Context: an optimization exercise on an open-source flow, tuned for small area and a short achievable clock period. The choices shown serve that exercise and are no tape-out recipe.
Function was checked by simulation only, so behaviour that the tests miss may differ from the original.
The clock port is modelled as an ideal driver, which makes a skipped or thinned clock tree look cheaper than it is; a real chip needs a root buffer or a tree.
Power and IR drop assume default switching activity.

===== flow/flow/run.sh =====
#!/bin/bash
# Layout flow: the standard flow (standard.sh, all steps), with one change
# after clock tree synthesis: retree.tcl, run by ORFS's CTS step through its
# POST_CTS_TCL hook, rebuilds the top of the clock tree so the clock reaches
# every flip-flop through two buffers instead of three (see retree.tcl).
# The make/ORFS output goes to standard.log here; ORFS's per-step tool logs
# stay under orfs/logs/.
set -euo pipefail
cd "$(dirname "$0")/.."
export POST_CTS_TCL="$PWD/flow/retree.tcl"
bash standard.sh > standard.log 2>&1

===== flow/flow/retree.tcl =====
# Runs inside ORFS's CTS step (POST_CTS_TCL), after clock_tree_synthesis and
# its timing repair. TritonCTS builds root -> 8 branch buffers -> leaf buffers
# -> flip-flops. This keeps its leaf buffers and their clusters of flip-flops,
# removes the root and branch buffers (and any dummy loads on them), and drives
# the leaves from NROOT buffers fed straight from the clock port: the leaves are
# split into NROOT groups by position (k-means) and each group's buffer is
# placed at its centre. Every flip-flop still sees the same number of buffers
# (two), so the tree stays balanced; it is only one level shorter.
set nroot 4
set block [ord::get_db_block]
set db [ord::get_db]
set clknet [$block findNet CLK]

proc out_net {inst} {
  foreach it [$inst getITerms] { if {[$it isOutputSignal]} { return [$it getNet] } }
  return "NULL"
}

# Walk the clock network from the port: every cell it passes through is a
# buffer or inverter (one input, one output). Leaves drive flip-flop clock
# pins; dummy loads (output unconnected) and the rest form the upper tree.
set leaves {}
set upper {}
set dummies {}
set todo [list $clknet]
set seen [dict create]
set ok 1
while {[llength $todo]} {
  set net [lindex $todo 0]
  set todo [lrange $todo 1 end]
  foreach s [$net getITerms] {
    if {[$s isOutputSignal]} continue
    set si [$s getInst]
    if {[[$s getMTerm] getName] eq "CLK"} continue
    if {[dict exists $seen [$si getName]]} continue
    dict set seen [$si getName] 1
    set on [out_net $si]
    if {$on == "NULL"} { lappend dummies $si; continue }
    set nclk 0; set nother 0
    foreach t [$on getITerms] {
      if {[$t getInst] == $si} continue
      if {[[$t getMTerm] getName] eq "CLK"} { incr nclk } else { incr nother }
    }
    if {$nclk} { lappend leaves $si } else { lappend upper $si }
    lappend todo $on
  }
}
set ok [expr {[llength $leaves] > $nroot}]
foreach l $leaves {
  foreach t [[out_net $l] getITerms] {
    set ti [$t getInst]
    if {$ti == $l || [[$t getMTerm] getName] eq "CLK" || [lsearch -exact $dummies $ti] >= 0} continue
    set ok 0
  }
}
# The upper tree must be plain (non-inverting) clock buffers, so the new roots
# keep the clock's polarity.
foreach u $upper {
  if {![string match *clkbuf* [[$u getMaster] getName]]} { set ok 0 }
}
set upper [concat $upper $dummies]
puts "retree: [llength $leaves] leaf buffers, [llength $upper] upper clock cells, usable $ok"

if {$ok} {
  set pts {}
  foreach l $leaves {
    set b [$l getBBox]
    lappend pts [list [expr {([$b xMin] + [$b xMax]) / 2.0}] [expr {([$b yMin] + [$b yMax]) / 2.0}]]
  }
  set n [llength $pts]
  set cx 0.0; set cy 0.0
  foreach p $pts { set cx [expr {$cx + [lindex $p 0]}]; set cy [expr {$cy + [lindex $p 1]}] }
  set cx [expr {$cx / $n}]; set cy [expr {$cy / $n}]
  set centers {}
  for {set k 0} {$k < $nroot} {incr k} {
    set a [expr {2 * 3.14159265 * ($k + 0.5) / $nroot}]
    lappend centers [list [expr {$cx + 50000 * cos($a)}] [expr {$cy + 50000 * sin($a)}]]
  }
  for {set it 0} {$it < 50} {incr it} {
    set asg {}
    foreach p $pts {
      set best 0; set bd 1e30
      for {set k 0} {$k < $nroot} {incr k} {
        set c [lindex $centers $k]
        set d [expr {pow([lindex $p 0] - [lindex $c 0], 2) + pow([lindex $p 1] - [lindex $c 1], 2)}]
        if {$d < $bd} { set bd $d; set best $k }
      }
      lappend asg $best
    }
    set nc {}
    for {set k 0} {$k < $nroot} {incr k} {
      set sx 0.0; set sy 0.0; set m 0
      foreach p $pts a $asg {
        if {$a == $k} { set sx [expr {$sx + [lindex $p 0]}]; set sy [expr {$sy + [lindex $p 1]}]; incr m }
      }
      if {$m} { lappend nc [list [expr {$sx / $m}] [expr {$sy / $m}]] } else { lappend nc [lindex $centers $k] }
    }
    set centers $nc
  }

  # Remove the upper tree (its buffers and any dummy loads) and the nets it drove.
  set dead {}
  foreach u $upper {
    set nn [out_net $u]
    if {$nn != "NULL" && $nn != $clknet} { lappend dead $nn }
  }
  foreach l $leaves {
    foreach it [$l getITerms] { if {[[$it getMTerm] getName] eq "A"} { $it disconnect } }
  }
  foreach u $upper { odb::dbInst_destroy $u }
  foreach nn [lsort -unique $dead] { odb::dbNet_destroy $nn }

  # New roots on the clock port, one per group of leaves.
  set mbuf [$db findMaster sky130_fd_sc_hd__clkbuf_16]
  set rnets {}
  for {set k 0} {$k < $nroot} {incr k} {
    set rb [odb::dbInst_create $block $mbuf "clkroot_$k"]
    set c [lindex $centers $k]
    $rb setLocation [expr {int([lindex $c 0])}] [expr {int([lindex $c 1])}]
    $rb setPlacementStatus PLACED
    set rn [odb::dbNet_create $block "clknet_root_$k"]
    $rn setSigType CLOCK
    foreach it [$rb getITerms] {
      set mt [[$it getMTerm] getName]
      if {$mt eq "A"} { $it connect $clknet } elseif {$mt eq "X"} { $it connect $rn }
    }
    lappend rnets $rn
  }
  foreach l $leaves a $asg {
    foreach it [$l getITerms] { if {[[$it getMTerm] getName] eq "A"} { $it connect [lindex $rnets $a] } }
  }
  for {set k 0} {$k < $nroot} {incr k} {
    set m 0; foreach a $asg { if {$a == $k} { incr m } }
    puts "retree: root $k drives $m leaves"
  }

  detailed_placement
  estimate_parasitics -placement
  report_clock_latency
  repair_timing_helper
  detailed_placement
  check_placement -verbose
  estimate_parasitics -placement
  report_clock_latency
  report_worst_slack -max
  report_worst_slack -min
}

===== flow/standard.sh =====
#!/bin/bash
# synth_recipe.tcl (not shown) runs the flow's synth.tcl, then flattens the netlist and writes it again
# the make line also repeats each setting of config.mk as NAME=value (left out here)
make -C /OpenROAD-flow-scripts/flow DESIGN_CONFIG=/design/flow/config.mk WORK_HOME=/design/flow/orfs CLKGATE_MAP_FILE= SYNTH_SCRIPT=/design/flow/synth_recipe.tcl "${@:-finish}"

===== flow/config.mk =====
export PLATFORM = sky130hd
export DESIGN_NAME = spi_mem_slave
export DESIGN_NICKNAME = spi_mem_slave
export VERILOG_FILES = /design/flow/design.v
export SDC_FILE = /design/flow/constraint.sdc
export NUM_CORES = 4
export LEC_CHECK = 0
export ABC_CLOCK_PERIOD_IN_PS = 1800
export CAP_MARGIN = 20
export CORE_MARGIN = 2
export CORE_UTILIZATION = 55
export CTS_BUF_LIST = sky130_fd_sc_hd__clkbuf_16
export CTS_CLUSTER_DIAMETER = 100
export CTS_CLUSTER_SIZE = 30
export PLACE_DENSITY = 0.7
export SETUP_SLACK_MARGIN = 2.1
export SLEW_MARGIN = 20

===== flow/constraint.sdc =====
create_clock -name core_clock -period 4.0 [get_ports {CLK}]
set_input_delay 0.8000 -clock core_clock [delete_from_list [all_inputs] [get_ports {CLK}]]
set_output_delay 0.8000 -clock core_clock [all_outputs]
set_load 0.01 [all_outputs]

===== flow/design.v =====
package spi_mem_pkg;
    typedef enum logic [2:0] {
        ADDR,
        CMD,
        WRITE,
        READ,
        DONE
    } state_t;
    localparam logic [7:0] CMD_READ = 8'h00;
    localparam logic [7:0] IDLE_TX  = 8'h00;
endpackage
module spi_bit_engine #(
    parameter int unsigned CPOL      = 0,
    parameter int unsigned CPHA      = 0,
    parameter int unsigned MSB_FIRST = 0
) (
    input  logic       clk,
    input  logic       rst_n,
    input  logic       cs_n,
    input  logic       sck,
    input  logic       mosi,
    input  logic       tx_load,
    input  logic [7:0] tx_byte,
    output logic       miso,
    output logic       active,
    output logic       byte_done,
    output logic       frame_end,
    output logic       frame_err,
    output logic [7:0] rx_byte,
    output logic [7:0] rx_data,
    output logic       last_bit,
    output logic       rx_next_zero
);
    localparam bit POL = (CPOL != 0);
    localparam bit PHA = (CPHA != 0);
    localparam bit MSB = (MSB_FIRST != 0);
    logic [1:0] cs_s, sck_s, mosi_s;
    logic       sck_d;
    logic [7:0] rx_sr, tx_reg, rx_next;
    logic [2:0] bitcnt;
    logic       sck_rise, sck_fall, lead, trail;
    logic       sample_ev, shift_ev, cs_fall, cs_rise, tx_bit;
    logic       cs_d;
    assign rx_data = rx_sr;
    always_comb begin
        sck_rise  = sck_s[1] & ~sck_d;
        sck_fall  = ~sck_s[1] & sck_d;
        lead      = POL ? sck_fall : sck_rise;
        trail     = POL ? sck_rise : sck_fall;
        sample_ev = ~cs_d & (PHA ? trail : lead);
        shift_ev  = ~cs_d & (PHA ? lead : trail);
        cs_fall   = cs_d & ~cs_s[1];
        cs_rise   = ~cs_d & cs_s[1];
        rx_next   = MSB ? {rx_sr[6:0], mosi_s[1]} : {mosi_s[1], rx_sr[7:1]};
        last_bit  = sample_ev && (bitcnt == 3'd7);
        rx_next_zero = (rx_next == 8'd0);
        tx_bit    = MSB ? tx_reg[3'd7 - bitcnt] : tx_reg[bitcnt];
    end
    always_ff @(posedge clk) begin
        mosi_s  <= {mosi_s[0], mosi};
        rx_byte <= rx_next;
        if (sample_ev)
            rx_sr <= rx_next;
    end
    always_ff @(posedge clk or negedge rst_n) begin
        if (!rst_n) begin
            cs_s      <= '1;
            sck_s     <= {2{POL}};
            sck_d     <= POL;
            active    <= 1'b0;
            cs_d      <= 1'b1;
            bitcnt    <= '0;
            tx_reg    <= '0;
            miso      <= 1'b0;
            byte_done <= 1'b0;
            frame_end <= 1'b0;
            frame_err <= 1'b0;
        end else begin
            cs_s      <= {cs_s[0], cs_n};
            sck_s     <= {sck_s[0], sck};
            sck_d     <= sck_s[1];
            active    <= ~cs_s[1];
            cs_d      <= cs_s[1];
            byte_done <= last_bit;
            frame_end <= cs_rise;
            frame_err <= cs_rise && (bitcnt != 3'd0) && !last_bit;
            if (sample_ev)
                bitcnt <= bitcnt + 3'd1;
            if (cs_rise)
                bitcnt <= '0;
            if (tx_load)
                tx_reg <= tx_byte;
            if (shift_ev || (cs_fall && !PHA))
                miso <= tx_bit;
        end
    end
endmodule
module spi_mem_slave #(
    parameter int unsigned CPOL       = 0,
    parameter int unsigned CPHA       = 0,
    parameter int unsigned MSB_FIRST  = 0,
    parameter int unsigned ADDR_BYTES = 2,
    parameter int unsigned MEM_AW     = 8
) (
    input  logic       CLK,
    input  logic       nRESET,
    input  logic       nCS,
    input  logic       SCK,
    input  logic       MOSI,
    output logic       MISO,
    output logic       MISO_OE,
    output logic       busy,
    output logic       rx_valid,
    output logic [7:0] rx_byte,
    output logic       frame_err
);
    logic       s_addr, s_cmd, s_wr, s_rd, a2;
    logic       e_addr, e_cmd, e_dat, e_inc;
    logic [7:0] tgt, tgt_n;     
    logic       byte_done, frame_end, active, tx_load, last_bit, rx_next_zero, rx_zero;
    logic [7:0] tx_byte, rx_data;
    spi_bit_engine #(
        .CPOL      (CPOL),
        .CPHA      (CPHA),
        .MSB_FIRST (MSB_FIRST)
    ) u_engine (
        .clk          (CLK),
        .rst_n        (nRESET),
        .cs_n         (nCS),
        .sck          (SCK),
        .mosi         (MOSI),
        .tx_load      (tx_load),
        .tx_byte      (tx_byte),
        .miso         (MISO),
        .active       (active),
        .byte_done    (byte_done),
        .frame_end    (frame_end),
        .frame_err    (frame_err),
        .rx_byte      (rx_byte),
        .rx_data      (rx_data),
        .last_bit     (last_bit),
        .rx_next_zero (rx_next_zero)
    );
    assign busy     = active;
    assign MISO_OE  = active;
    assign rx_valid = byte_done;
    always_ff @(posedge CLK or negedge nRESET) begin
        if (!nRESET) begin
            e_addr <= 1'b0;
            e_cmd  <= 1'b0;
            e_dat  <= 1'b0;
            e_inc  <= 1'b0;
        end else begin
            e_addr <= last_bit && (frame_end || s_addr);
            e_cmd  <= last_bit && !frame_end && s_cmd;
            e_dat  <= last_bit && !frame_end && (s_rd || s_wr);
            e_inc  <= last_bit && !frame_end && ((s_cmd && rx_next_zero) || s_rd || s_wr);
        end
    end
    always_ff @(posedge CLK)
        rx_zero <= rx_next_zero;
    logic sel_ld;
    assign sel_ld = e_addr && !a2;
    always_comb begin
        tgt_n = tgt;
        if (sel_ld)
            tgt_n = rx_data;
        if (e_inc)
            tgt_n = tgt + 8'd1;
    end
    always_ff @(posedge CLK or negedge nRESET) begin
        if (!nRESET) begin
            s_addr  <= 1'b1;
            s_cmd   <= 1'b0;
            s_wr    <= 1'b0;
            s_rd    <= 1'b0;
            a2      <= 1'b0;
            tx_load <= 1'b0;
        end else begin
            tx_load <= byte_done | frame_end;
            if (e_addr) begin
                a2 <= !a2;
                if (a2) begin
                    s_addr <= 1'b0;
                    s_cmd  <= 1'b1;
                end
            end
            if (e_cmd) begin
                s_cmd <= 1'b0;
                s_rd  <= rx_zero;
                s_wr  <= !rx_zero;
            end
            if (frame_end) begin
                s_addr <= 1'b1;
                s_cmd  <= 1'b0;
                s_wr   <= 1'b0;
                s_rd   <= 1'b0;
                a2     <= 1'b0;
            end
        end
    end
    logic [3:0]   hp;           
    logic         wv;           
    logic [7:0]   wd;
    logic [3:0]   wrow;         
    logic [3:0]   wlo;          
    logic         wissue;
    logic         wfire;        
    logic [15:0]  wsel;         
    logic         fire_new, fire_old, wfire_n;
    logic         rm;           
    logic [7:0]   pf;
    logic [127:0] heads;
    assign wissue   = e_dat && s_wr;
    assign fire_new = (tgt[3:0] + 4'd2) == hp;
    assign fire_old = wv && !wfire && ((wlo + 4'd2) == hp);
    assign wfire_n  = wissue ? fire_new : fire_old;
    always_ff @(posedge CLK) begin
        hp    <= hp - 4'd1;
        wfire <= wfire_n;
        for (int r = 0; r < 16; r++)
            wsel[r] <= wissue ? (fire_new && tgt[7:4] == 4'(r)) : (fire_old && wrow == 4'(r));
        if (wissue) begin
            wv   <= 1'b1;
            wd   <= rx_data;
            wrow <= tgt[7:4];
            wlo  <= tgt[3:0];
        end else if (wfire) begin
            wv   <= 1'b0;
        end
        tgt  <= tgt_n;
        rm   <= sel_ld ? ((rx_data[3:0] + 4'd1) == hp)
              : e_inc  ? ((tgt[3:0] + 4'd2) == hp)
              :          ((tgt[3:0] + 4'd1) == hp);
        if (rm)
            pf <= heads[{tgt[7:4], 3'd0} +: 8];
    end
    for (genvar r = 0; r < 16; r++) begin : g_row
        logic [127:0] q;        
        always_ff @(posedge CLK)
            q <= {q[119:0], wsel[r] ? wd : q[127:120]};
        assign heads[8*r +: 8] = q[7:0];
    end
    always_comb begin
        tx_byte = spi_mem_pkg::IDLE_TX;
        if (s_rd)
            tx_byte = pf;
    end
endmodule

==> out/results.txt, run 1 <==
Layout fillers -> 6079
Yosys top cell by area -> dfxtp_1
routed vias/inst -> 4.46
Vias -> 16900
Mapped Area -> 47500 sq um
Routed WL per cell -> 17.2 um
Worst Setup End Kind -> register
initial antenna violation count -> 8
post-detail-place hpwl -> 40300 um
GRT busiest layer -> met2
initial core utilization -> 0.556
Top Ports -> 18
Mapped Nets -> 2580
Yosys Warn Count -> 2
vias in the first global route -> 16900
Pleak -> 20.1 nW
crit path kind -> reg -> reg
worst endpoint required time -> 4410 ps
CORE AREA -> 85300 sq um
area grow syn2layout -> 7.61%
grt ovf -> 0
Register-to-Register Path Depth -> 6
RSZ-0062 raised after global routing -> yes
FF/Latch Area -> 43700 sq um
ys flop type -> dfxtp_1
number of port buffers -> 17
worst path arrival time -> 2390 ps
status -> timing/DRC/antenna clean
register area share after synthesis -> 0.921
minimum clock period -> 1970 ps
Tightest Hold Check Type -> reg -> reg
top cell type's share of synthesized area -> 0.878
EDFF count, synth -> 40
Slew @ Worst Pin -> 901 ps
TritonRoute pass-1 iters -> 5
Synth Instances -> 2567
flop-to-flop setup slack -> 2030 ps
top post-synthesis cells by area -> dfxtp_1 88%, mux2_2 3.1%, edfxtp_1 2.5%, mux4_2 1.6%, dfrtp_1 1.5%
Post-synth top cells -> 2082 x dfxtp_1, 129 x mux2_2, 40 x edfxtp_1
Largest regs -> g_row.q x2048, wsel x16
layout cells sized above 1 -> 0.117
Clock transition at path regs -> 110 ps
GP Congestion -> 0.832
crit path from -> tgt[2]
Slew HR -> 0.400
final core occ -> 0.599
Residual DRC -> 0
first-pass GRT wire length -> 99500 um
Rows -> 107
Startpoint Class -> register
met3 Use GR -> 0.0269
Die Wd -> 298 um
Final ANT Viol Nets -> 0
FFs w/ async S/R, synth -> 0.0149
Hold Vio Cnt, Final -> 0
final wirelength -> 65200 um
setup TNS -> 0 ps
Max Slew Vio Count -> 0
final setup vio count -> 0
Multi-input gate area -> 3600 sq um
drt initial violations -> 982
Critical R2R Launch -> tgt[2]
critical path fanouts, max -> 5
period utilisation layout -> 0.493
Max Fclk -> 507 MHz
die area -> 88600 sq um
Setup Skew -> 41.5 ps
#FFs+latches synth -> 2154
Final #Nets -> 2654
met2 Use GR -> 0.221
Total GRT Usage -> 0.147
max_cap viols -> 0
Largest register FFs -> 2048
worst vdd ir -> 458 uV
Syn Area/Cell -> 18.5 sq um
largest net degree at the start of global routing -> 33
Distinct cells, synth -> 43
overall die height -> 298 um
Reg with most FFs -> g_row.q
met1 Usage GRT -> 0.221
clock latency (worst-skew pair) -> 520 ps
Pwr Density -> 597 nW/um^2
most common cell in the netlist -> dfxtp_1
Hold Path Origin -> g_row[3].q[76]
Sinks on Clock Net -> 2154
Min-Delay Path Depth -> 0
==> through the flow <==
| stage | instance area [sq um] | setup slack [ps] | hold WS (ps) | power [mW] | std cells |
|---|---|---|---|---|---|
| floorplan | 47500 | 2160 | 310 | 22.0 | 2567 |
| global placement | 48900 | 1650 | 309 | 22.0 | 3690 |
| global route | 51100 | 2010 | 310 | 31.5 | 3783 |
| finish | 51100 | 2030 | 304 | 30.5 | 3785 |
| detailed placement | 48900 | 1640 | 312 | 22.0 | 3690 |
==> where the power goes <==
part	switching, mW	leakage (nW)	internal, mW
registers	0.0122	17.6	21.5
clock network	5.56	0.937	3.40
logic	0.0196	1.61	0.0147
total	5.59	20.1	24.9
==> final cells by class, without the clock buffers <==
type	instances	area share
sequential	2154	0.856
timing repair buffer	42	0.00716
multi-input combinational	350	0.0706
buffer	4	0.00196
antenna	2	0.0000980
inverter	17	0.00125
tap	1144	0.0280
==> routing by layer <==
| metal | share of wire | up-vias | wire length [um] |
|---|---|---|---|
| met5 | 0 | - | 0 |
| met4 | 0.022 | 0 | 1460 |
| met3 | 0.039 | 88 | 2520 |
| met2 | 0.43 | 249 | 28000 |
| met1 | 0.51 | 8273 | 33200 |
| li1 | - | 8257 | - |
==> worst paths after layout <==
kind                                        to
worst max-delay path                  wsel[10]
worst min-delay path            g_row[3].q[84]
worst max register to register        wsel[10]
worst min register to register  g_row[3].q[84]
max in group asynchronous               s_addr
min in group asynchronous        u_engine.miso
==> kinds of logic after synthesis <==
group	after synthesis	share of synthesized area
flip-flops	2154	0.921
multiplexers	167	0.0476
AND/OR/NAND/NOR	91	0.0102
buffers and inverters	63	0.00585
AO/OA/AOI/OAI	56	0.00807
XOR/XNOR	28	0.00548
adder cells (fa/ha/maj)	8	0.00211
==> placed cells by master (no fill, tap or decap), types with 2 or more instances in the layout <==
master and instances:
mux2i_1 4, buf_4 20, edfxtp_1 40, o21ai_0 10
dfrtp_1 28, o22ai_1 3, o32ai_4 2, buf_12 4
dfstp_2 4, mux2_2 129, or2_2 4, mux4_2 34
xor2_1 13, nor2_1 20, a22oi_1 15, diode_2 2
o32ai_2 5, nand3_2 3, buf_6 4, clkbuf_16 76
dfxtp_1 2080, nor3_1 2, inv_1 17, buf_2 10
a211oi_1 2, clkdlybuf4s50_1 4, xnor2_1 14, nand2b_1 10
nand3_1 15, nand4_1 2, a22oi_2 2, a21oi_1 9
dfxtp_2 2, ha_1 8, or4_1 3, nand2_1 19
and2_1 2, nor2b_2 2, o32ai_1 5
==> worst max-delay path: stages, from the launching register on <==
cell and delay, ps:
edfxtp_1 460, ha_1 250, xor3_1 240, nor4_4 270, buf_4 180, nand3_1 210, o32ai_2 250
==> inputs of run 2 (changes only) <==
--- a/flow/design.v
+++ b/flow/design.v
@@ -208,15 +208,19 @@
     logic         wfire;        
     logic [15:0]  wsel;         
     logic         fire_new, fire_old, wfire_n;
+    logic         ca, cb, ji;   
     logic         rm;           
     logic [7:0]   pf;
     logic [127:0] heads;
     assign wissue   = e_dat && s_wr;
-    assign fire_new = (tgt[3:0] + 4'd2) == hp;
-    assign fire_old = wv && !wfire && ((wlo + 4'd2) == hp);
+    assign fire_new = ca;
+    assign fire_old = wv && !wfire && (ji ? ca : cb);
     assign wfire_n  = wissue ? fire_new : fire_old;
     always_ff @(posedge CLK) begin
         hp    <= hp - 4'd1;
+        ca    <= (tgt[3:0] + 4'd3) == hp;
+        cb    <= (wlo + 4'd3) == hp;
+        ji    <= wissue;
         wfire <= wfire_n;
         for (int r = 0; r < 16; r++)
             wsel[r] <= wissue ? (fire_new && tgt[7:4] == 4'(r)) : (fire_old && wrow == 4'(r));
==> run 2 against run 1 <==
  * Critical path depth fell by 1
  * Via count is 0.24% lower
  * Register-to-register slack better by 30 ps
  * Largest cell class unchanged
==> out/results.txt, run 2 <==
Largest regs -> g_row.q x2048, wsel x16
Reg with most FFs -> g_row.q
Hold Vio Cnt, Final -> 0
Final ANT Viol Nets -> 0
routed vias/inst -> 4.45
Total GRT Usage -> 0.145
commonest non-fill, non-tap cell in the layout -> dfxtp_1
Tightest Hold Check Type -> reg -> reg
CP cell instances -> buf_4 > buf_6 > buf_16 > mux4_2 > mux4_2
Mapped Nets -> 2584
Max Fclk -> 514 MHz
Setup Skew -> 55.8 ps
register area share after synthesis -> 0.920
most common cell in the netlist -> dfxtp_1
Slew @ Worst Pin -> 936 ps
Pleak -> 20.1 nW
most frequent cells in the layout -> 2083 x dfxtp_1, 130 x mux2_2, 76 x clkbuf_16
Multi-input gate area -> 3560 sq um
Worst path max stage delay -> 490 ps
Yosys top cell by area -> dfxtp_1
fin area -> 51100 sq um
first-pass GRT wire length -> 98500 um
slack of the critical path -> 2050 ps
flop-to-flop setup slack -> 2050 ps
worst endpoint required time -> 4280 ps
FF/Latch Area -> 43700 sq um
Syn Area/Cell -> 18.5 sq um
vias in the first global route -> 16900
layout cells sized above 1 -> 0.111
Yosys Warn Count -> 2
post-detail-place hpwl -> 39900 um
grt ovf -> 0
Synth Instances -> 2569
status -> timing/DRC/antenna clean
Pwr Density -> 598 nW/um^2
CP max stage cell -> mux4_2
Largest register FFs -> 2048
Distinct cells, synth -> 45
setup TNS -> 0 ps
Final #Nets -> 2655
area grow syn2layout -> 7.42%
delay-heaviest family, CP -> multiplexers
largest net degree at the start of global routing -> 33
EDFF count, synth -> 40
top cell type's share of synthesized area -> 0.878
Top Ports -> 18
Die Wd -> 298 um
dpl ws -> 1370 ps
critical path fanouts, max -> 8
RSZ-0062 raised after global routing -> yes
die area -> 88800 sq um
Vias -> 16800
TritonRoute pass-1 iters -> 5
#FFs+latches synth -> 2157
Max Slew Vio Count -> 0
Startpoint Class -> register
clock latency (worst-skew pair) -> 530 ps
Slew HR -> 0.376
Residual DRC -> 0
CP most frequent cell -> mux4_2
CORE AREA -> 85400 sq um
ys flop type -> dfxtp_1
period utilisation layout -> 0.487
crit path kind -> reg -> reg
final wirelength -> 65000 um
Rows -> 107
minimum clock period -> 1950 ps
CP Buf/Inv Count -> 3
worst path arrival time -> 2230 ps
drt initial violations -> 1106
Post-synth top cells -> 2085 x dfxtp_1, 130 x mux2_2, 42 x mux4_2
Layout fillers -> 6043
FFs w/ async S/R, synth -> 0.0148
max_cap viols -> 0
Clock transition at path regs -> 110 ps
placed cell area -> 49000 sq um
number of port buffers -> 17
final setup vio count -> 0
Sinks on Clock Net -> 2157
initial core utilization -> 0.557
worst vdd ir -> 480 uV
GP Congestion -> 0.859
Worst Setup End Kind -> register
Mapped Area -> 47500 sq um
top post-synthesis cells by area -> dfxtp_1 88%, mux2_2 3.1%, edfxtp_1 2.5%, mux4_2 2.0%, dfrtp_1 1.5%
Routed WL per cell -> 17.2 um
initial antenna violation count -> 7
overall die height -> 298 um
[run 2: area by class of cell, without the clock buffers]
cell class	instances	share of cell area
antenna	1	0.0000490
buffer	4	0.00196
inverter	22	0.00169
multi-input combinational	346	0.0697
sequential	2157	0.857
tap	1144	0.0280
timing repair buffer	36	0.00659
timing repair inverter	1	0.0000980
[run 2: cells by family after synthesis]
logic type	share of synthesized area
and+or+nand+nor	0.00871
DFF	0.920
xor gates and xnor gates	0.00534
adders and majority gates	0.00263
AOI/OAI and AO/OA	0.00658
buffers and inverters	0.00545
muxes	0.0511
[run 2: per-layer routing]
metal  share of wire  wire length, um  GRT usage  up-vias
met1            0.52            33500      0.223     8177
li1                -                -          -     8257
met5               0                0          0        -
met4           0.021             1360     0.0347        0
met2            0.43            27700      0.216      285
met3           0.037             2390     0.0237      107
[run 2: worst paths after layout]
path	startpoint	to	cells past startpoint
worst min register to register	g_row[0].q[72]	g_row[0].q[80]	0
min in group asynchronous	nRESET	u_engine.tx_reg[4]	2
worst max-delay path	tgt[4]	pf[0]	5
max in group asynchronous	nRESET	u_engine.cs_s[1]	2
worst max register to register	tgt[4]	pf[0]	5
worst min-delay path	g_row[0].q[72]	g_row[0].q[80]	0
[run 2: per-stage QoR]
stage | power, mW | std cells | hold slack (ps) | utilization
after floorplan | 22.1 | 2569 | 310 | -
after global placement | 22.1 | 3690 | 310 | 0.574
after detailed placement | 22.1 | 3690 | 312 | 0.574
after global routing | 31.5 | 3782 | 314 | 0.598
final | 30.6 | 3783 | 294 | 0.598
[run 2: where the power goes]
part | internal [mW] | switching [mW] | total (mW)
Sequential | 21.5 | 0.0140 | 21.5
Clock | 3.40 | 5.59 | 8.98
Combinational | 0.0148 | 0.0168 | 0.0316
Total | 24.9 | 5.62 | 30.6
==> inputs of run 3 (changes only) <==
--- a/flow/design.v
+++ b/flow/design.v
@@ -29,7 +29,8 @@
     output logic [7:0] rx_byte,
     output logic [7:0] rx_data,
     output logic       last_bit,
-    output logic       rx_next_zero
+    output logic       rx_next_zero,
+    output logic [7:0] rx_data_next
 );
     localparam bit POL = (CPOL != 0);
     localparam bit PHA = (CPHA != 0);
@@ -42,6 +43,7 @@
     logic       sample_ev, shift_ev, cs_fall, cs_rise, tx_bit;
     logic       cs_d;
     assign rx_data = rx_sr;
+    assign rx_data_next = rx_next;
     always_comb begin
         sck_rise  = sck_s[1] & ~sck_d;
         sck_fall  = ~sck_s[1] & sck_d;
@@ -118,7 +120,7 @@
     logic       e_addr, e_cmd, e_dat, e_inc;
     logic [7:0] tgt, tgt_n;     
     logic       byte_done, frame_end, active, tx_load, last_bit, rx_next_zero, rx_zero;
-    logic [7:0] tx_byte, rx_data;
+    logic [7:0] tx_byte, rx_data, rx_data_next;
     spi_bit_engine #(
         .CPOL      (CPOL),
         .CPHA      (CPHA),
@@ -139,7 +141,8 @@
         .rx_byte      (rx_byte),
         .rx_data      (rx_data),
         .last_bit     (last_bit),
-        .rx_next_zero (rx_next_zero)
+        .rx_next_zero (rx_next_zero),
+        .rx_data_next (rx_data_next)
     );
     assign busy     = active;
     assign MISO_OE  = active;
@@ -210,6 +213,9 @@
     logic         fire_new, fire_old, wfire_n;
     logic         ca, cb, ji;   
     logic         rm;           
+    logic         rm_n;
+    logic         rh, rl, rxc, jl, je;
+    logic [3:0]   rsel;         
     logic [7:0]   pf;
     logic [127:0] heads;
     assign wissue   = e_dat && s_wr;
@@ -233,11 +239,25 @@
             wv   <= 1'b0;
         end
         tgt  <= tgt_n;
-        rm   <= sel_ld ? ((rx_data[3:0] + 4'd1) == hp)
-              : e_inc  ? ((tgt[3:0] + 4'd2) == hp)
-              :          ((tgt[3:0] + 4'd1) == hp);
+        rh   <= (tgt[3:0] + 4'd2) == hp;
+        rl   <= (rx_data[3:0] + 4'd2) == hp;
+        rxc  <= (rx_data_next[3:0] + 4'd2) == hp;
+        jl   <= sel_ld;
+        je   <= e_inc;
+        rm   <= rm_n;
         if (rm)
-            pf <= heads[{tgt[7:4], 3'd0} +: 8];
+            pf <= heads[{rsel, 3'd0} +: 8];
+    end
+    assign rm_n = sel_ld ? rxc      
+                : e_inc  ? ca       
+                : jl     ? rl       
+                : je     ? ca       
+                :          rh;      
+    always_ff @(posedge CLK or negedge nRESET) begin
+        if (!nRESET)
+            rsel <= '0;
+        else
+            rsel <= tgt_n[7:4];
     end
     for (genvar r = 0; r < 16; r++) begin : g_row
         logic [127:0] q;        
--- a/flow/config.mk
+++ b/flow/config.mk
@@ -13,5 +13,5 @@
 export CTS_CLUSTER_DIAMETER = 100
 export CTS_CLUSTER_SIZE = 30
 export PLACE_DENSITY = 0.7
-export SETUP_SLACK_MARGIN = 2.1
+export SETUP_SLACK_MARGIN = 2.25
 export SLEW_MARGIN = 20
==> run 3 against run 2 <==
  * Critical endpoint is now pf[6]
  * Clock skew increased by 2.0 ps
  * Synthesized cell count up 1.6%
  * Worst setup slack better by 50 ps
  * Sequential power hardly changed
  * Still clean on timing, DRC and antenna
==> out/results.txt, run 3 <==
Max Slew Vio Count -> 0
Post-synth top cells -> 2094 x dfxtp_1, 128 x mux2_2, 36 x edfxtp_1
RSZ-0062 raised after global routing -> yes
CORE AREA -> 86500 sq um
Clock transition at path regs -> 110 ps
slack of the critical path -> 2100 ps
Rows -> 108
delay-heaviest family, CP -> flip-flops
grt ovf -> 0
Pleak -> 20.2 nW
post-detail-place hpwl -> 38200 um
Syn Area/Cell -> 18.3 sq um
setup TNS -> 0 ps
Critical R2R Launch -> rsel[0]
CP most frequent cell -> buf_12
final wirelength -> 63100 um
top post-synthesis cells by area -> dfxtp_1 88%, mux2_2 3.0%, edfxtp_1 2.3%, dfrtp_1 1.7%, mux4_2 1.6%
final core occ -> 0.595
commonest non-fill, non-tap cell in the layout -> dfxtp_1
Yosys Warn Count -> 2
Tightest Hold Check Type -> reg -> reg
ys flop type -> dfxtp_1
CP max stage cell -> dfrtp_4
Worst Setup End Kind -> register
first-pass GRT wire length -> 97800 um
placed cell area -> 49300 sq um
Vias -> 17000
CP Buf/Inv Count -> 3
Mapped Nets -> 2628
R2R Path End -> pf[6]
final setup vio count -> 0
Hold Path Origin -> g_row[6].q[55]
Setup Skew -> 57.7 ps
Pwr Density -> 596 nW/um^2
CP cell instances -> buf_12 > buf_12 > buf_6 > mux4_2 > a22oi_2 > nand2_1
Max Fclk -> 527 MHz
Final #Nets -> 2692
worst path arrival time -> 2160 ps
Synth Instances -> 2611
flop-to-flop setup slack -> 2100 ps
drt initial violations -> 1032
period utilisation layout -> 0.474
Die Wd -> 299 um
status -> timing/DRC/antenna clean
Slew HR -> 0.336
vias in the first global route -> 17200
worst hold endpoint -> g_row[6].q[63]
Register-to-Register Path Depth -> 6
initial core utilization -> 0.553
routed vias/inst -> 4.43
worst hold slack -> 264 ps
number of port buffers -> 17
Hold Vio Cnt, Final -> 0
FFs w/ async S/R, synth -> 0.0166
layout cells sized above 1 -> 0.115
clock latency (worst-skew pair) -> 510 ps
GP Congestion -> 0.800
Routed WL per cell -> 16.5 um
minimum clock period -> 1900 ps
Reg with most FFs -> g_row.q
Largest register FFs -> 2048
Largest regs -> g_row.q x2048, wsel x16
dpl ws -> 1590 ps
Min-Delay Path Depth -> 0
Distinct cells, synth -> 47
EDFF count, synth -> 36
Layout fillers -> 6129
Startpoint Class -> register
Yosys top cell by area -> dfxtp_1
most frequent cells in the layout -> 2091 x dfxtp_1, 128 x mux2_2, 77 x clkbuf_16
register area share after synthesis -> 0.918
top cell type's share of synthesized area -> 0.876
largest net degree at the start of global routing -> 37
#FFs+latches synth -> 2166
worst endpoint required time -> 4260 ps
area grow syn2layout -> 7.58%
Residual DRC -> 0
critical path fanouts, max -> 3
fin area -> 51500 sq um
TritonRoute pass-1 iters -> 6
Mapped Area -> 47800 sq um
Total GRT Usage -> 0.142
max_cap viols -> 0
die area -> 89400 sq um
Worst path max stage delay -> 510 ps
Top Ports -> 18
overall die height -> 299 um
crit path kind -> reg -> reg
Final ANT Viol Nets -> 0
Sinks on Clock Net -> 2166
initial antenna violation count -> 12
most common cell in the netlist -> dfxtp_1
worst vdd ir -> 497 uV
Slew @ Worst Pin -> 994 ps
## run 3: power breakdown
group | internal (mW) | total [mW] | leakage (nW) | switching [mW]
clock | 3.44 | 8.99 | 0.949 | 5.55
sequential | 21.6 | 21.6 | 17.7 | 0.0117
combinational | 0.0142 | 0.0379 | 1.56 | 0.0236
## run 3: through the flow
stage          instances  power (mW)
2_1_floorplan       2611        22.1
3_3_place_gp        3739        22.2
3_5_place_dp        3739        22.2
5_1_grt             3828        31.6
6_report            3830        30.7
## run 3: layer usage
| metal | share of wire | routed length [um] | up-vias | GRT usage |
|---|---|---|---|---|
| li1 | - | - | 8384 | - |
| met1 | 0.51 | 32000 | 8252 | 0.211 |
| met2 | 0.44 | 27500 | 250 | 0.219 |
| met3 | 0.038 | 2370 | 97 | 0.0241 |
| met4 | 0.020 | 1260 | 0 | 0.0320 |
| met5 | 0 | 0 | - | 0 |
## run 3: how the worst max path moves through the flow
stage	slack, ps	from	endpoint	cells past startpoint
detailed placement	1590	rsel[0]	pf[6]	4
finish	2100	rsel[0]	pf[6]	6
floorplan	2360	rsel[0]	pf[1]	5
global placement	1650	rsel[0]	pf[6]	4
global route	2070	rsel[0]	pf[6]	6
## run 3: area by class of cell, without the clock buffers
cell class	count	area, sq um	share of cell area
Timing Repair Buffer	32	342	0.00664
Multi-Input combinational cell	374	3740	0.0727
Sequential cell	2166	43900	0.853
Antenna cell	2	5.00	0.0000972
Inverter	24	91.3	0.00177
Buffer	4	100	0.00194
Tap cell	1155	1450	0.0281
## run 3: kinds of logic (layout without fill, tap and decap cells)
logic type      Yosys count  after routing  synth area share
mux                     168            168            0.0474
buf+inv                  71            133           0.00625
simple gates             95             95            0.0103
compound gates           67             67           0.00928
xor+xnor                 32             32           0.00586
other cells               0              2                 0
flops                  2166           2166             0.918
fa+ha+maj                12             12           0.00314
==> inputs of run 4 (changes only) <==
--- a/flow/config.mk
+++ b/flow/config.mk
@@ -13,5 +13,5 @@
 export CTS_CLUSTER_DIAMETER = 100
 export CTS_CLUSTER_SIZE = 30
 export PLACE_DENSITY = 0.7
-export SETUP_SLACK_MARGIN = 2.25
+export SETUP_SLACK_MARGIN = 2.1
 export SLEW_MARGIN = 20
==> run 4 against run 3 <==
  * Still clean on timing, DRC and antenna
  * Synthesized area stayed put
  * Global-route usage is 0.072 points lower
  * Total power hardly changed
  * Synthesized cell count stayed put
  * Sequential cell count stayed put
  * Final cell count hardly changed
  * Clock power hardly changed
  * Hold slack worse by 0.83 ps
  * Register-to-register slack better by 50 ps
  * Worst setup slack better by 4.8 ps
  * Highest routed layer unchanged
==> out/results.txt, run 4 <==
register area share after synthesis -> 0.918
Sinks on Clock Net -> 2166
Setup Skew -> 54.8 ps
Pwr Density -> 597 nW/um^2
CP max stage cell -> dfrtp_1
DP Cell Count -> 3739
Distinct cells, synth -> 47
Slew @ Worst Pin -> 935 ps
Min-Delay Path Depth -> 0
Slew HR -> 0.376
Hold Vio Cnt, Final -> 0
slack of the critical path -> 2110 ps
die area -> 89400 sq um
period utilisation layout -> 0.473
clock latency (worst-skew pair) -> 500 ps
most frequent cells in the layout -> 2091 x dfxtp_1, 128 x mux2_2, 78 x clkbuf_16
Tightest Hold Check Type -> reg -> reg
Worst path max stage delay -> 420 ps
first-pass GRT wire length -> 97100 um
Register-to-Register Path Depth -> 5
Clock transition at path regs -> 110 ps
RSZ-0062 raised after global routing -> yes
minimum clock period -> 1890 ps
Synth Instances -> 2611
number of port buffers -> 17
worst vdd ir -> 498 uV
top post-synthesis cells by area -> dfxtp_1 88%, mux2_2 3.0%, edfxtp_1 2.3%, dfrtp_1 1.7%, mux4_2 1.6%
EDFF count, synth -> 36
status -> timing/DRC/antenna clean
overall die height -> 299 um
Startpoint Class -> register
TritonRoute pass-1 iters -> 5
Yosys Warn Count -> 2
worst hold slack -> 263 ps
crit path kind -> reg -> out
routed vias/inst -> 4.44
critical path fanouts, max -> 2
max_cap viols -> 0
Largest register FFs -> 2048
worst path arrival time -> 1090 ps
largest net degree at the start of global routing -> 37
dpl ws -> 1590 ps
CP Buf/Inv Count -> 1
most common cell in the netlist -> dfxtp_1
Worst Setup End Kind -> output pin
Routed WL per cell -> 16.5 um
Syn Area/Cell -> 18.3 sq um
GP Congestion -> 0.800
Largest regs -> g_row.q x2048, wsel x16
Yosys top cell by area -> dfxtp_1
fin cells -> 3829
Post-Synth XOR/XNOR Area -> 0.00586
Mapped Nets -> 2628
#FFs+latches synth -> 2166
final setup vio count -> 0
Max Fclk -> 529 MHz
Die Wd -> 299 um
layout cells sized above 1 -> 0.110
Max Slew Vio Count -> 0
Vias -> 17000
worst endpoint required time -> 3200 ps
delay-heaviest family, CP -> flip-flops
post-detail-place hpwl -> 38200 um
Residual DRC -> 0
final core occ -> 0.594
Rows -> 108
final wirelength -> 63300 um
Top Ports -> 18
Mapped Area -> 47800 sq um
setup TNS -> 0 ps
Synth Area in Simple Gates -> 0.0103
FFs w/ async S/R, synth -> 0.0166
Compound-Gate Fraction of Synth Area -> 0.00928
grt ovf -> 0
initial antenna violation count -> 12
Post-synth top cells -> 2094 x dfxtp_1, 128 x mux2_2, 36 x edfxtp_1
CP Depth -> 1
Final #Nets -> 2690
top cell type's share of synthesized area -> 0.876
vias in the first global route -> 17000
commonest non-fill, non-tap cell in the layout -> dfxtp_1
CP cell instances -> buf_6
CORE AREA -> 86500 sq um
ys flop type -> dfxtp_1
Total GRT Usage -> 0.141
main combinational cell family by area after synthesis -> multiplexers
Final ANT Viol Nets -> 0
initial core utilization -> 0.553
Pleak -> 20.2 nW
area grow syn2layout -> 7.37%
Post-Synth Adder-Cell Area -> 0.00314
Reg with most FFs -> g_row.q
post-synthesis mux area share -> 0.0474
drt initial violations -> 1111
## run 4: cells by family (layout without fill, tap and decap cells)
| kind of cell | Yosys count | after routing |
|---|---|---|
| adders and majority gates | 12 | 12 |
| and+or+nand+nor | 95 | 95 |
| buffers and inverters | 71 | 131 |
| DFF | 2166 | 2166 |
| muxes | 168 | 168 |
| other | 0 | 3 |
| xor gates and xnor gates | 32 | 32 |
| AOI/OAI and AO/OA | 67 | 67 |
## run 4: area by class of cell, without the clock buffers
class | count | area, sq um
multi-input combinational | 374 | 3680
sequential | 2166 | 43900
tap | 1155 | 1450
buffer | 4 | 100
fill | 6150 | 35100
antenna | 3 | 7.51
inverter | 24 | 93.8
timing repair buffer | 30 | 300
## run 4: path summary, 6_finish.rpt
| path | start | to | slack, ps |
|---|---|---|---|
| setup / recovery | u_engine.byte_done | rx_valid | 2110 |
| hold / removal | g_row[6].q[55] | g_row[6].q[63] | 260 |
| setup reg to reg | rsel[0] | pf[6] | 2150 |
| hold reg to reg | g_row[6].q[55] | g_row[6].q[63] | 260 |
| max in group asynchronous | nRESET | rsel[0] | 2980 |
| min in group asynchronous | nRESET | u_engine.active | 380 |
## run 4: metal layers
metal,vias to the layer above,global-route usage,share of wire
met5,-,0,0
met3,96,0.0225,0.035
met2,249,0.216,0.44
li1,8382,-,-
met4,0,0.0337,0.020
met1,8281,0.212,0.51
## run 4: report_power, final
part           internal [mW]  switching, mW  leakage, nW
clock                   3.44           5.57        0.949
sequential              21.6         0.0116         17.7
combinational         0.0141         0.0237         1.54
## run 4: stage by stage
stage | power, mW | area (sq um)
global placement | 22.2 | 49300
global route | 31.6 | 51400
floorplan | 22.1 | 47800
finish | 30.7 | 51400
detailed placement | 22.2 | 49300
==> inputs of run 5 (changes only) <==
--- a/flow/config.mk
+++ b/flow/config.mk
@@ -8,10 +8,10 @@
 export ABC_CLOCK_PERIOD_IN_PS = 1800
 export CAP_MARGIN = 20
 export CORE_MARGIN = 2
-export CORE_UTILIZATION = 55
+export CORE_UTILIZATION = 65
 export CTS_BUF_LIST = sky130_fd_sc_hd__clkbuf_16
 export CTS_CLUSTER_DIAMETER = 100
 export CTS_CLUSTER_SIZE = 30
-export PLACE_DENSITY = 0.7
+export PLACE_DENSITY = 0.78
 export SETUP_SLACK_MARGIN = 2.1
 export SLEW_MARGIN = 20
==> run 5 against run 4 <==
  * Global-route usage up 4.8 points
  * Hold slack better by 25 ps
  * Routed wire length increased by 12%
  * Largest cell class unchanged
  * Critical endpoint unchanged
  * Clock skew decreased by 11 ps
  * Clock power is 1% higher
==> out/results.txt, run 5 <==
status -> timing/DRC/antenna clean
RSZ-0062 raised after global routing -> yes
Top Ports -> 18
Distinct cells, synth -> 47
Hold Vio Cnt, Final -> 0
CP cell instances -> buf_2
Reg with most FFs -> g_row.q
top cell type's share of synthesized area -> 0.876
most frequent cells in the layout -> 2094 x dfxtp_1, 128 x mux2_2, 77 x clkbuf_16
Final ANT Viol Nets -> 0
R2R Path End -> pf[3]
Vias -> 17300
post-detail-place hpwl -> 41700 um
Slew @ Worst Pin -> 999 ps
Sinks on Clock Net -> 2166
Clock transition at path regs -> 110 ps
critical path fanouts, max -> 2
CORE AREA -> 73000 sq um
Largest register FFs -> 2048
CP Depth -> 1
GP Congestion -> 0.820
Post-synth top cells -> 2094 x dfxtp_1, 128 x mux2_2, 36 x edfxtp_1
Syn Area/Cell -> 18.3 sq um
most common cell in the netlist -> dfxtp_1
crit path from -> u_engine.byte_done
period utilisation layout -> 0.478
flop-to-flop setup slack -> 2130 ps
largest net degree at the start of global routing -> 37
final wirelength -> 70600 um
clock latency (worst-skew pair) -> 500 ps
Pwr Density -> 603 nW/um^2
layout cells sized above 1 -> 0.108
Mapped Area -> 47800 sq um
Critical R2R Launch -> rsel[0]
TritonRoute pass-1 iters -> 5
grt ovf -> 0
fin cells -> 3633
Max Slew Vio Count -> 0
Setup Skew -> 43.3 ps
Mapped Nets -> 2628
first-pass GRT wire length -> 106000 um
initial antenna violation count -> 8
ys flop type -> dfxtp_1
FFs w/ async S/R, synth -> 0.0166
register area share after synthesis -> 0.918
Tightest Hold Check Type -> reg -> reg
max_cap viols -> 0
Pleak -> 20.2 nW
Worst path max stage delay -> 450 ps
overall die height -> 275 um
Largest regs -> g_row.q x2048, wsel x16
die area -> 75800 sq um
EDFF count, synth -> 36
setup TNS -> 0 ps
drt initial violations -> 1247
delay-heaviest family, CP -> flip-flops
Hold Path Origin -> g_row[6].q[15]
Yosys top cell by area -> dfxtp_1
Startpoint Class -> register
Max Fclk -> 523 MHz
Synth Instances -> 2611
initial core utilization -> 0.656
worst endpoint required time -> 3200 ps
Worst Setup End Kind -> output pin
crit path kind -> reg -> out
CP max stage cell -> dfrtp_1
final setup vio count -> 0
CP Buf/Inv Count -> 1
routed vias/inst -> 4.75
top post-synthesis cells by area -> dfxtp_1 88%, mux2_2 3.0%, edfxtp_1 2.3%, dfrtp_1 1.7%, mux4_2 1.6%
Rows -> 99
CP Capture Point -> rx_valid
worst vdd ir -> 522 uV
minimum clock period -> 1910 ps
Die Wd -> 275 um
Final #Nets -> 2690
Register-to-Register Path Depth -> 4
Residual DRC -> 0
commonest non-fill, non-tap cell in the layout -> dfxtp_1
Total GRT Usage -> 0.189
Slew HR -> 0.333
worst path arrival time -> 1110 ps
area grow syn2layout -> 6.69%
#FFs+latches synth -> 2166
Yosys Warn Count -> 2
vias in the first global route -> 17900
Routed WL per cell -> 19.4 um
DP Cell Count -> 3543
number of port buffers -> 17
==> run 5: changes by cell type in the layout (fill, tap and decap cells not counted), moves of 2 or more <==
cell	previous run	this run
a22oi_1	12	14
a22oi_2	5	3
buf_2	10	13
buf_4	5	8
buf_6	8	4
dfxtp_1	2091	2094
dfxtp_2	3	0
==> run 5: report_power, final <==
group / switching [mW] / leakage (nW) / total [mW] / internal, mW
combinational: 0.0247 / 1.52 / 0.0388 / 0.0141
clock: 5.67 / 0.949 / 9.11 / 3.44
sequential: 0.0130 / 17.7 / 21.6 / 21.6
total: 5.70 / 20.2 / 30.8 / 25.1
==> run 5: logic make-up after synthesis <==
kind of cell	synth area share
buffers and inverters	0.00625
XOR/XNOR	0.00586
adder cells (fa/ha/maj)	0.00314
multiplexers	0.0474
AO/OA/AOI/OAI	0.00928
AND/OR/NAND/NOR	0.0103
flip-flops	0.918
==> run 5: worst min path at each step <==
| stage | end | cells after the start |
|---|---|---|
| after floorplan | g_row[0].q[100] | 0 |
| after global placement | g_row[4].q[73] | 0 |
| after detailed placement | g_row[0].q[89] | 0 |
| after global routing | g_row[6].q[23] | 0 |
| final | g_row[6].q[23] | 0 |
==> run 5: final cells by class, without the clock buffers <==
type	count	area (sq um)
flip-flops and latches	2166	43900
fillers	4199	21900
plain buffers	4	100
multi-input cells	374	3670
well taps	959	1200
inverters	24	90.1
repair buffers	30	235
diodes	3	7.51
==> run 5: per-stage QoR <==
step	instance area, sq um	utilization	power (mW)	hold slack [ps]	setup WS (ps)
6_report	51000	0.700	30.8	288	2090
2_1_floorplan	47800	-	22.1	310	2360
3_5_place_dp	49000	0.672	22.2	312	1670
3_3_place_gp	49000	0.672	22.2	310	1780
5_1_grt	51000	0.699	31.7	283	2060
==> run 5: metal layers <==
metal / routed length [um] / vias to the layer above / track usage
met5: 0 / - / 0
met4: 1760 / 0 / 0.0494
met3: 3010 / 115 / 0.0330
met2: 32300 / 306 / 0.300
met1: 33600 / 8466 / 0.273
li1: - / 8375 / -
==> inputs of run 6 (changes only) <==
--- a/flow/config.mk
+++ b/flow/config.mk
@@ -8,10 +8,10 @@
 export ABC_CLOCK_PERIOD_IN_PS = 1800
 export CAP_MARGIN = 20
 export CORE_MARGIN = 2
-export CORE_UTILIZATION = 65
+export CORE_UTILIZATION = 38
 export CTS_BUF_LIST = sky130_fd_sc_hd__clkbuf_16
 export CTS_CLUSTER_DIAMETER = 100
 export CTS_CLUSTER_SIZE = 30
-export PLACE_DENSITY = 0.78
+export PLACE_DENSITY = 0.5
 export SETUP_SLACK_MARGIN = 2.1
 export SLEW_MARGIN = 20
==> run 6 against run 5 <==
  * Still clean
  * Synthesized area is the same
  * Clock power about the same
  * Via count decreased by 1.1%
  * Sequential share of layout area decreased by 1.4 points
  * Utilization down 29 points
  * Worst setup slack gained 59 ps
  * First-iteration DRC count shrank 16%
  * Final cell count is 19% higher
  * Global-route usage down 8.5 points
==> out/results.txt, run 6 <==
Largest register FFs -> 2048
crit path kind -> reg -> out
CP Depth -> 1
Syn Area/Cell -> 18.3 sq um
top cell type's share of synthesized area -> 0.876
dpl ws -> 1750 ps
initial antenna violation count -> 11
placed cell area -> 49900 sq um
Distinct cells, synth -> 47
worst hold slack -> 305 ps
Tightest Hold Check Type -> reg -> reg
CP Capture Point -> rx_valid
vias in the first global route -> 17000
Largest regs -> g_row.q x2048, wsel x16
Setup Skew -> 25.3 ps
delay-heaviest family, CP -> flip-flops
Max Slew Vio Count -> 0
most common cell in the netlist -> dfxtp_1
Worst path max stage delay -> 410 ps
die area -> 129000 sq um
fin area -> 51900 sq um
ys flop type -> dfxtp_1
Mapped Area -> 47800 sq um
EDFF count, synth -> 36
most frequent cells in the layout -> 2090 x dfxtp_1, 128 x mux2_2, 77 x clkbuf_16
initial core utilization -> 0.382
minimum clock period -> 1850 ps
worst path arrival time -> 1050 ps
top post-synthesis cells by area -> dfxtp_1 88%, mux2_2 3.0%, edfxtp_1 2.3%, dfrtp_1 1.7%, mux4_2 1.6%
commonest non-fill, non-tap cell in the layout -> dfxtp_1
Pwr Density -> 593 nW/um^2
Reg with most FFs -> g_row.q
Register-to-Register Path Depth -> 4
Clock transition at path regs -> 100 ps
Slew @ Worst Pin -> 1000 ps
Slew HR -> 0.333
Final ANT Viol Nets -> 0
Worst Setup End Kind -> output pin
setup TNS -> 0 ps
max_cap viols -> 0
Startpoint Class -> register
number of port buffers -> 17
post-detail-place hpwl -> 41900 um
GP Congestion -> 0.749
final core occ -> 0.414
CORE AREA -> 125000 sq um
Yosys top cell by area -> dfxtp_1
crit path from -> u_engine.byte_done
Die Wd -> 359 um
Post-synth top cells -> 2094 x dfxtp_1, 128 x mux2_2, 36 x edfxtp_1
Critical R2R Launch -> rsel[0]
Top Ports -> 18
worst endpoint required time -> 3200 ps
register area share after synthesis -> 0.918
Mapped Nets -> 2628
Layout fillers -> 11000
clock latency (worst-skew pair) -> 530 ps
CP max stage cell -> dfrtp_1
Max Fclk -> 539 MHz
grt ovf -> 0
Total GRT Usage -> 0.104
first-pass GRT wire length -> 103000 um
Hold Vio Cnt, Final -> 0
Yosys Warn Count -> 2
R2R Path End -> pf[6]
flop-to-flop setup slack -> 2160 ps
final wirelength -> 66600 um
drt initial violations -> 1048
area grow syn2layout -> 8.50%
Vias -> 17100
#FFs+latches synth -> 2166
slack of the critical path -> 2150 ps
Sinks on Clock Net -> 2166
RSZ-0062 raised after global routing -> yes
routed vias/inst -> 3.95
CP cell instances -> buf_6
Residual DRC -> 0
final setup vio count -> 0
Synth Instances -> 2611
Pleak -> 20.2 nW
status -> timing/DRC/antenna clean
critical path fanouts, max -> 2
period utilisation layout -> 0.464
CP Buf/Inv Count -> 1
largest net degree at the start of global routing -> 37
FFs w/ async S/R, synth -> 0.0166
Rows -> 130
worst vdd ir -> 385 uV
Routed WL per cell -> 15.4 um
TritonRoute pass-1 iters -> 9
layout cells sized above 1 -> 0.109
Final #Nets -> 2691
overall die height -> 359 um
==> run 6: cell counts after synthesis <==
No cell type changed its count.
==> run 6: cell type report, without the clock buffers <==
cell class	instances	area, sq um	share of cell area
antenna	3	7.51	0.000145
buffer	4	100	0.00193
inverter	24	90.1	0.00174
multi-input combinational	374	3650	0.0703
sequential	2166	43900	0.846
tap	1650	2060	0.0398
timing repair buffer	31	246	0.00475
==> run 6: how the worst min path moves through the flow <==
stage / from / end / slack, ps / cells after the start
floorplan: g_row[0].q[92] / g_row[0].q[100] / 310 / 0
global placement: g_row[2].q[66] / g_row[2].q[74] / 310 / 0
detailed placement: g_row[11].q[86] / g_row[11].q[94] / 310 / 0
global route: g_row[2].q[47] / g_row[2].q[55] / 310 / 0
finish: g_row[2].q[47] / g_row[2].q[55] / 310 / 0
==> run 6: through the flow <==
step	power (mW)	cells
floorplan	22.1	2611
global placement	22.2	4235
detailed placement	22.2	4235
global route	32.0	4322
finish	30.8	4325
==> run 6: layer usage <==
layer | share of wire | global-route usage
met4 | 0.026 | 0.0292
met5 | 0 | 0
met3 | 0.037 | 0.0194
met1 | 0.52 | 0.157
met2 | 0.41 | 0.150
==> run 6: cell families after synthesis <==
group | after synthesis | synth area share
xor+xnor | 32 | 0.00586
flops | 2166 | 0.918
buf+inv | 71 | 0.00625
fa+ha+maj | 12 | 0.00314
mux | 168 | 0.0474
compound gates | 67 | 0.00928
simple gates | 95 | 0.0103
==> run 6: power breakdown <==
group          internal (mW)  switching, mW  leakage [nW]
Sequential              21.6         0.0125          17.7
Combinational         0.0145         0.0222          1.53
Clock                   3.44           5.67         0.949
==> inputs of run 7 (changes only) <==
==> flow/config.mk (replaced) <==
export PLATFORM = sky130hd
export DESIGN_NAME = spi_mem_slave
export DESIGN_NICKNAME = spi_mem_slave
export VERILOG_FILES = /design/flow/design.v
export SDC_FILE = /design/flow/constraint.sdc
export NUM_CORES = 4
export LEC_CHECK = 0
export ABC_CLOCK_PERIOD_IN_PS = 1200
export CAP_MARGIN = 20
export CORE_MARGIN = 2
export CORE_UTILIZATION = 45
export CTS_BUF_LIST = sky130_fd_sc_hd__clkbuf_16
export CTS_CLUSTER_DIAMETER = 100
export CTS_CLUSTER_SIZE = 30
export PLACE_DENSITY = 0.6
export SETUP_SLACK_MARGIN = 2.1
export SLEW_MARGIN = 20
==> run 7 against run 6 <==
  * Synthesized area unchanged
  * Sequential cell count unchanged
  * Hold slack got worse by 25 ps
  * Final area decreased by 0.75%
  * Critical path depth unchanged
  * Die area decreased by 15%
  * Routed wire length decreased by 4.8%
  * Critical endpoint unchanged
  * Sequential share of layout area increased by 0.62 points
  * Sequential power about the same
  * Final cell count decreased by 6.2%
==> out/results.txt, run 7 <==
status -> timing/DRC/antenna clean
worst hold slack -> 280 ps
Vias -> 16900
Reg with most FFs -> g_row.q
Final #Nets -> 2687
Mapped Area -> 47800 sq um
clock latency (worst-skew pair) -> 530 ps
Top Ports -> 18
Max Slew Vio Count -> 0
register area share after synthesis -> 0.918
crit path kind -> reg -> out
Yosys top cell by area -> dfxtp_1
fin area -> 51500 sq um
worst path arrival time -> 1030 ps
Power, Total -> 30.7 mW
max_cap viols -> 0
period utilisation layout -> 0.458
Setup Skew -> 43.4 ps
minimum clock period -> 1830 ps
first-pass GRT wire length -> 97600 um
routed vias/inst -> 4.17
Max Fclk -> 546 MHz
FFs w/ async S/R, synth -> 0.0166
Largest register FFs -> 2048
RSZ-0062 raised after global routing -> no
critical path fanouts, max -> 2
Slew HR -> 0.393
dpl ws -> 1550 ps
Residual DRC -> 0
final setup vio count -> 0
Total GRT Usage -> 0.116
Final ANT Viol Nets -> 0
post-detail-place hpwl -> 38900 um
top cell type's share of synthesized area -> 0.876
setup TNS -> 0 ps
Synth Instances -> 2611
commonest non-fill, non-tap cell in the layout -> dfxtp_1
most common cell in the netlist -> dfxtp_1
CORE AREA -> 105000 sq um
Pwr Density -> 597 nW/um^2
Clock transition at path regs -> 110 ps
Yosys Warn Count -> 2
EDFF count, synth -> 36
initial antenna violation count -> 5
GP Congestion -> 0.761
Pleak -> 20.2 nW
vias in the first global route -> 16900
placed cell area -> 49600 sq um
Tightest Hold Check Type -> reg -> reg
Startpoint Class -> register
CP max stage cell -> dfrtp_1
Slew @ Worst Pin -> 909 ps
worst endpoint required time -> 3200 ps
grt ovf -> 0
initial core utilization -> 0.454
Sinks on Clock Net -> 2166
slack of the critical path -> 2170 ps
CP Buf/Inv Count -> 1
Hold Vio Cnt, Final -> 0
layout cells sized above 1 -> 0.106
drt initial violations -> 991
CP cell instances -> buf_2
antenna cells -> 0
largest net degree at the start of global routing -> 37
Syn Area/Cell -> 18.3 sq um
Rows -> 119
top post-synthesis cells by area -> dfxtp_1 88%, mux2_2 3.0%, edfxtp_1 2.3%, dfrtp_1 1.7%, mux4_2 1.6%
Worst Setup End Kind -> output pin
Routed WL per cell -> 15.6 um
Largest regs -> g_row.q x2048, wsel x16
worst vdd ir -> 421 uV
ys flop type -> dfxtp_1
TritonRoute pass-1 iters -> 18
Distinct cells, synth -> 47
#FFs+latches synth -> 2166
area grow syn2layout -> 7.69%
number of port buffers -> 17
Die Wd -> 330 um
final wirelength -> 63400 um
most frequent cells in the layout -> 2093 x dfxtp_1, 128 x mux2_2, 77 x clkbuf_16
Post-synth top cells -> 2094 x dfxtp_1, 128 x mux2_2, 36 x edfxtp_1
Mapped Nets -> 2628
die area -> 109000 sq um
overall die height -> 330 um
Layout fillers -> 8586
delay-heaviest family, CP -> flip-flops
Worst path max stage delay -> 390 ps
[run 7: cell counts after synthesis]
Identical to the previous run, type by type.
[run 7: cells by family (layout without fill, tap and decap cells)]
family | after synthesis | after routing | share of synthesized area
flip-flops | 2166 | 2166 | 0.918
multiplexers | 168 | 168 | 0.0474
AND/OR/NAND/NOR | 95 | 95 | 0.0103
buffers and inverters | 71 | 128 | 0.00625
AO/OA/AOI/OAI | 67 | 67 | 0.00928
XOR/XNOR | 32 | 32 | 0.00586
adder cells (fa/ha/maj) | 12 | 12 | 0.00314
[run 7: power by group]
part	leakage, nW	internal, mW	total (mW)	switching [mW]
logic	1.50	0.0138	0.0368	0.0230
registers	17.7	21.6	21.6	0.0129
clock network	0.949	3.44	9.07	5.63
[run 7: area by class of cell, without the clock buffers]
class	count	area (sq um)	area share
Multi-Input combinational cell	374	3650	0.0708
Tap cell	1391	1740	0.0338
Sequential cell	2166	43900	0.852
Inverter	24	93.8	0.00182
Buffer	4	100	0.00194
Timing Repair Buffer	27	198	0.00384
[run 7: path summary, 6_finish.rpt]
path,cells after the start,slack (ps),from,endpoint
worst max-delay path,1,2170,u_engine.byte_done,rx_valid
worst min-delay path,0,280,g_row[2].q[86],g_row[2].q[94]
worst max register to register,4,2170,rsel[0],pf[0]
worst min register to register,0,280,g_row[2].q[86],g_row[2].q[94]
max in group asynchronous,1,2990,nRESET,rsel[0]
min in group asynchronous,1,390,nRESET,u_engine.frame_err
[run 7: stage by stage]
stage	utilization	std cells
2_1_floorplan	-	2611
3_3_place_gp	0.470	3974
3_5_place_dp	0.470	3974
5_1_grt	0.489	4059
6_report	0.489	4059
[run 7: per-layer routing]
layer  up-vias  GRT usage  share of wire
met4         0     0.0286          0.022
met3        93     0.0206          0.034
met5         -          0              0
li1       8375          -              -
met1      8261      0.174           0.52
met2       209      0.175           0.42
==> inputs of run 8 (changes only) <==
--- a/flow/config.mk
+++ b/flow/config.mk
@@ -5,13 +5,13 @@
 export SDC_FILE = /design/flow/constraint.sdc
 export NUM_CORES = 4
 export LEC_CHECK = 0
-export ABC_CLOCK_PERIOD_IN_PS = 1200
+export ABC_CLOCK_PERIOD_IN_PS = 1800
 export CAP_MARGIN = 20
 export CORE_MARGIN = 2
 export CORE_UTILIZATION = 45
 export CTS_BUF_LIST = sky130_fd_sc_hd__clkbuf_16
 export CTS_CLUSTER_DIAMETER = 100
-export CTS_CLUSTER_SIZE = 30
+export CTS_CLUSTER_SIZE = 33
 export PLACE_DENSITY = 0.6
 export SETUP_SLACK_MARGIN = 2.1
 export SLEW_MARGIN = 20
==> run 8 against run 7 <==
  * Still clean
  * Hold slack lost 7.1 ps
  * Total power shrank 0.95%
  * Clock skew grew 3.3 ps
  * Routed wire length shrank 0.16%
  * Critical endpoint unchanged
==> out/results.txt, run 8 <==
final wirelength -> 63300 um
worst hold slack -> 273 ps
layout cells sized above 1 -> 0.104
crit path kind -> reg -> out
DP Cell Count -> 3974
TritonRoute pass-1 iters -> 16
fin cells -> 4057
Final ANT Viol Nets -> 0
final setup vio count -> 0
number of port buffers -> 17
drt initial violations -> 1030
#FFs+latches synth -> 2166
max_cap viols -> 0
RSZ-0062 raised after global routing -> no
overall die height -> 330 um
Tightest Hold Check Type -> reg -> reg
area grow syn2layout -> 7.40%
Sinks on Clock Net -> 2166
most frequent cells in the layout -> 2093 x dfxtp_1, 128 x mux2_2, 71 x clkbuf_16
worst endpoint required time -> 3200 ps
Final #Nets -> 2681
GP Congestion -> 0.761
Reg with most FFs -> g_row.q
Pleak -> 20.1 nW
top cell type's share of synthesized area -> 0.876
Max Fclk -> 545 MHz
Setup Skew -> 46.7 ps
Syn Area/Cell -> 18.3 sq um
Rows -> 119
critical path fanouts, max -> 2
post-detail-place hpwl -> 38900 um
Hold Path Origin -> g_row[6].q[20]
Hold Vio Cnt, Final -> 0
Mapped Area -> 47800 sq um
commonest non-fill, non-tap cell in the layout -> dfxtp_1
Startpoint Class -> register
Synth Instances -> 2611
placed cell area -> 49600 sq um
delay-heaviest family, CP -> flip-flops
largest net degree at the start of global routing -> 37
FFs w/ async S/R, synth -> 0.0166
Yosys Warn Count -> 2
Worst Setup End Kind -> output pin
Critical R2R Launch -> rsel[0]
most common cell in the netlist -> dfxtp_1
routed vias/inst -> 4.17
CP max stage cell -> dfrtp_1
grt ovf -> 0
status -> timing/DRC/antenna clean
Power, Total -> 30.4 mW
Mapped Nets -> 2628
Residual DRC -> 0
EDFF count, synth -> 36
ys flop type -> dfxtp_1
Worst path max stage delay -> 400 ps
Total GRT Usage -> 0.116
Max Slew Vio Count -> 0
Post-synth top cells -> 2094 x dfxtp_1, 128 x mux2_2, 36 x edfxtp_1
minimum clock period -> 1830 ps
fin area -> 51400 sq um
Distinct cells, synth -> 47
worst vdd ir -> 395 uV
vias in the first global route -> 16700
Layout fillers -> 8617
final core occ -> 0.487
initial antenna violation count -> 5
Pwr Density -> 593 nW/um^2
first-pass GRT wire length -> 97500 um
worst hold endpoint -> g_row[6].q[28]
CP cell instances -> buf_2
Min-Delay Path Depth -> 0
Clock transition at path regs -> 120 ps
dpl ws -> 1550 ps
register area share after synthesis -> 0.918
R2R Path End -> pf[0]
initial core utilization -> 0.454
die area -> 109000 sq um
Slew @ Worst Pin -> 920 ps
CP Buf/Inv Count -> 1
top post-synthesis cells by area -> dfxtp_1 88%, mux2_2 3.0%, edfxtp_1 2.3%, dfrtp_1 1.7%, mux4_2 1.6%
Top Ports -> 18
CORE AREA -> 105000 sq um
period utilisation layout -> 0.458
clock latency (worst-skew pair) -> 500 ps
worst path arrival time -> 1030 ps
flop-to-flop setup slack -> 2170 ps
slack of the critical path -> 2170 ps
Register-to-Register Path Depth -> 4
Yosys top cell by area -> dfxtp_1
Largest register FFs -> 2048
Die Wd -> 330 um
Vias -> 16900
Slew HR -> 0.387
setup TNS -> 0 ps
Largest regs -> g_row.q x2048, wsel x16
Routed WL per cell -> 15.6 um
-- run 8: report_power, final --
part | switching (mW) | internal, mW | total [mW]
sequential | 0.0130 | 21.6 | 21.6
combinational | 0.0232 | 0.0138 | 0.0370
clock | 5.58 | 3.19 | 8.77
-- run 8: area by class of cell, without the clock buffers --
cell class | instances | area [sq um] | share of cell area
tap | 1391 | 1740 | 0.0339
inverter | 24 | 90.1 | 0.00175
timing repair buffer | 27 | 198 | 0.00385
sequential | 2166 | 43900 | 0.855
buffer | 4 | 100 | 0.00195
antenna | 4 | 10.0 | 0.000195
multi-input combinational | 374 | 3650 | 0.0711
-- run 8: metal layers --
layer  vias to the layer above  routed length, um  GRT usage
li1                       8359                  -          -
met5                         -                  0          0
met2                       208              26900      0.175
met1                      8249              32900      0.174
met3                        82               2370     0.0214
met4                         0               1140     0.0252
-- run 8: logic make-up after synthesis --
logic type	count (synthesis)	synth area share
flops	2166	0.918
mux	168	0.0474
simple gates	95	0.0103
buf+inv	71	0.00625
compound gates	67	0.00928
xor+xnor	32	0.00586
fa+ha+maj	12	0.00314
-- run 8: how the worst max path moves through the flow --
stage | startpoint | to | slack (ps) | cells past startpoint
final | u_engine.byte_done | rx_valid | 2170 | 1
after global routing | u_engine.byte_done | rx_valid | 2110 | 1
after detailed placement | rsel[0] | pf[0] | 1550 | 4
after global placement | rsel[0] | pf[1] | 1620 | 4
after floorplan | rsel[0] | pf[1] | 2360 | 5

[port drivers added, routing unchanged]
Ports are ideal in the flow. The routed layouts listed here were re-timed in OpenROAD. Step 1, drivers: a clkbuf_16 drives CLK and a buf_2 each remaining input, both assumed. Step 2 also shifts input and output timing later by t, the mid clock arrival at the registers, as if the neighbouring blocks saw the same clock. Three values: no drivers, after step 1, after step 2; two values: the first two.
run | t (ns) | setup slack, ns
run 1 | 0.639 | 2.026 / 1.998 / 2.026
run 2 | 0.644 | 2.054 / 2.042 / 2.054
run 3 | 0.618 | 2.104 / 1.976 / 2.104
run 4 | 0.618 | 2.108 / 1.971 / 2.151
run 5 | 0.619 | 2.087 / 1.957 / 2.127
run 6 | 0.658 | 2.146 / 1.998 / 2.165
run 7 | 0.643 | 2.167 / 2.025 / 2.169
run 8 | 0.631 | 2.166 / 2.024 / 2.175
After both steps every run listed still meets setup and hold.
